Context: an optimization exercise on an open-source flow, tuned for small area. The choices shown serve that exercise and are no tape-out recipe.
The RTL was checked by simulation tests, not by an equivalence proof against the original design.
Power figures rest on the tool's default switching activity, not on a simulated workload.

// residual_add_pack
module residual_add_pack #(
    parameter int DATA_WIDTH = 16,
    parameter int SEQ_LEN    = 8,
    parameter int EMB_DIM    = 8
) (
    input  logic                                      clk,
    input  logic                                      rst_n,
    input  logic                                      in_valid,
    output logic                                      in_ready,
    input  logic [DATA_WIDTH-1:0]                     in_a,
    input  logic [DATA_WIDTH-1:0]                     in_b,
    input  logic                                      in_last,
    output logic [DATA_WIDTH*SEQ_LEN*EMB_DIM-1:0]     x_out,
    output logic                                      ln_start,
    input  logic                                      ln_done,
    output logic                                      frame_err,
    output logic [$clog2(SEQ_LEN*EMB_DIM):0]          ovf_cnt
);
For scale: about 1200 cells after synthesis, roughly 1000 flip-flops, roughly 32000 um2 of cells after synthesis.
clock: 4.0 ns
lec_check: 0
cap_margin: 20
core_area: 5 5 375 375
die_area: 0 0 380 380
slew_margin: 20
run.sh (not shown) runs the stock make flow with config.mk's settings and CLKGATE_MAP_FILE= SYNTH_SCRIPT=/design/flow/synth_recipe.tcl, a recipe that flattens the netlist after the stock synthesis.
Rerun with:
==> flow/flow/run.sh (new file) <==
#!/bin/bash
# Standard ORFS layout, with the port buffers made from the smallest buffer cell and a
# clock tree built from small clock buffers. Each tool's log stays under orfs/logs.
set -euo pipefail
export BUFFER_PORTS_ARGS="-buffer_cell sky130_fd_sc_hd__buf_1"
export PLACE_PINS_ARGS="-min_distance 1 -min_distance_in_tracks"
export CTS_ARGS="-sink_clustering_enable -repair_clock_nets -dont_use_dummy_load -buf_list {sky130_fd_sc_hd__clkbuf_4 sky130_fd_sc_hd__clkbuf_8} -sink_clustering_size 18 -sink_clustering_max_diameter 60"
bash standard.sh > make.log 2>&1
==> flow/standard.sh (new file) <==
#!/bin/bash
# synth_recipe.tcl (not shown) runs the flow's synth.tcl, then flattens the netlist and writes it again
# the make line also repeats each setting of config.mk as NAME=value (left out here)
make -C /OpenROAD-flow-scripts/flow DESIGN_CONFIG=/design/flow/config.mk WORK_HOME=/design/flow/orfs CLKGATE_MAP_FILE= SYNTH_SCRIPT=/design/flow/synth_recipe.tcl "${@:-finish}"
--- a/flow/config.mk
+++ b/flow/config.mk
@@ -7,5 +7,6 @@
 export LEC_CHECK = 0
 export CAP_MARGIN = 20
-export CORE_AREA = 5 5 375 375
-export DIE_AREA = 0 0 380 380
+export CORE_AREA = 5 5 225 225
+export DIE_AREA = 0 0 230 230
+export PLACE_DENSITY = 0.8
 export SLEW_MARGIN = 20
removed: flow/run.sh
Hold slack loses 0.19 ns. Final area went down by 22%. Total power went down by 23%. Utilization went up by 44 points. Worst setup slack loses 0.043 ns. Final cell count went down by 30%.
Rerun with:
==> flow/flow/run.sh (replaced) <==
#!/bin/bash
# Standard ORFS layout, with the port buffers made from the smallest buffer cell and a
# clock tree built from small clock buffers. Each tool's log stays under orfs/logs.
set -euo pipefail
export BUFFER_PORTS_ARGS="-buffer_cell sky130_fd_sc_hd__buf_1"
export CTS_ARGS="-sink_clustering_enable -repair_clock_nets -dont_use_dummy_load -buf_list {sky130_fd_sc_hd__clkbuf_4 sky130_fd_sc_hd__clkbuf_8} -sink_clustering_size 24 -sink_clustering_max_diameter 60"
bash standard.sh > make.log 2>&1
The changed run did not get past 3_2_place_iop.
Area after synthesis stays the same.
Synthesized cell count stays the same.

---

## JK
residual_add_pack again, from the RTL that the note above started with.
export LEC_CHECK = 0
export CAP_MARGIN = 20
export CORE_AREA = 5 5 255 255
export DIE_AREA = 0 0 260 260
export PLACE_DENSITY = 0.7
export SLEW_MARGIN = 20
create_clock -name core_clock -period 4.0 [get_ports {clk}]
standard.sh (not shown) runs the stock make flow with config.mk's settings and CLKGATE_MAP_FILE= SYNTH_SCRIPT=/design/flow/synth_recipe.tcl, a recipe that flattens the netlist after the stock synthesis.
==> flow/flow/run.sh <==
#!/bin/bash
# Standard ORFS layout, with the port buffers made from the smallest buffer cell and a
# clock tree built from small clock buffers. Each tool's log stays under orfs/logs.
set -euo pipefail
export BUFFER_PORTS_ARGS="-buffer_cell sky130_fd_sc_hd__buf_1"
export CTS_ARGS="-sink_clustering_enable -repair_clock_nets -dont_use_dummy_load -buf_list {sky130_fd_sc_hd__clkbuf_4 sky130_fd_sc_hd__clkbuf_8} -sink_clustering_size 24 -sink_clustering_max_diameter 60"
bash standard.sh > make.log 2>&1
JK did not finish; a tool error ended it in I/O pin placement (3_2_place_iop).
### JK -> MS
Settings: CORE_AREA: 5 5 255 255 -> 5 5 225 225; PLACE_DENSITY: 0.7 -> 0.8; DIE_AREA: 0 0 260 260 -> 0 0 230 230.
--- a/flow/flow/run.sh
+++ b/flow/flow/run.sh
@@ -6 +6,2 @@
-export CTS_ARGS="-sink_clustering_enable -repair_clock_nets -dont_use_dummy_load -buf_list {sky130_fd_sc_hd__clkbuf_4 sky130_fd_sc_hd__clkbuf_8} -sink_clustering_size 24 -sink_clustering_max_diameter 60"
+export PLACE_PINS_ARGS="-min_distance 1 -min_distance_in_tracks"
+export CTS_ARGS="-sink_clustering_enable -repair_clock_nets -dont_use_dummy_load -buf_list {sky130_fd_sc_hd__clkbuf_16} -sink_clustering_size 32 -sink_clustering_max_diameter 80 -sink_clustering_max_diameter 60"
## What came out
In the reports for JK and MS, the larger height of the chip belongs to JK.
Count of flip-flops with a built-in enable after synthesis came out exactly the same in JK and MS.
MS -> JK: adder and majority cell fraction of the synthesized area delta 0, exact match
Taking JK as the reference, in MS effective utilization at floorplan picked up an extra 15 points; width of the die went down.
MS completed end to end with timing, DRC and antenna clean.
Count of distinct cell types in the synthesized netlist came out exactly the same in JK and MS.
The run showing the smaller number of rows in the core area is MS.
[compare] base=JK new=MS: net count of the mapped netlist level, area after synthesis saw little to no change.

[what the ideal ports hide]
The results above use ideal ports. As a check the final layouts listed here were re-extracted and re-timed, cells and wires unchanged. Step 1 sets driving cells, clkbuf_16 on the clock port and buf_2 on the other inputs (assumed; they add their load-dependent delay and slew). Step 2 times the ports against the registers' clock, not the clock port: input delays grow and output delays shrink by t, the midpoint of the rising clock arrivals with the driver on. a / b / c = no drivers / after step 1 / after step 2; a / b = the first two.
| run | t (ns) | slack for setup (ns) | worst slew at a driven data input, ns |
|---|---|---|---|
| the first run of note 1 | 0.744 | 0.915 / 0.946 / 0.202 | 0.14 |
| the second run of note 1 | 0.706 | 0.872 / 0.857 / 0.151 | 0.12 |
| MS | 0.656 | 0.798 / 0.785 / 0.129 | 0.12 |
After both steps every run listed still meets setup and hold. For the second run of note 1, which loses most, drivers alone change the setup slack by -0.015 ns; drivers and shift together by -0.721 ns.
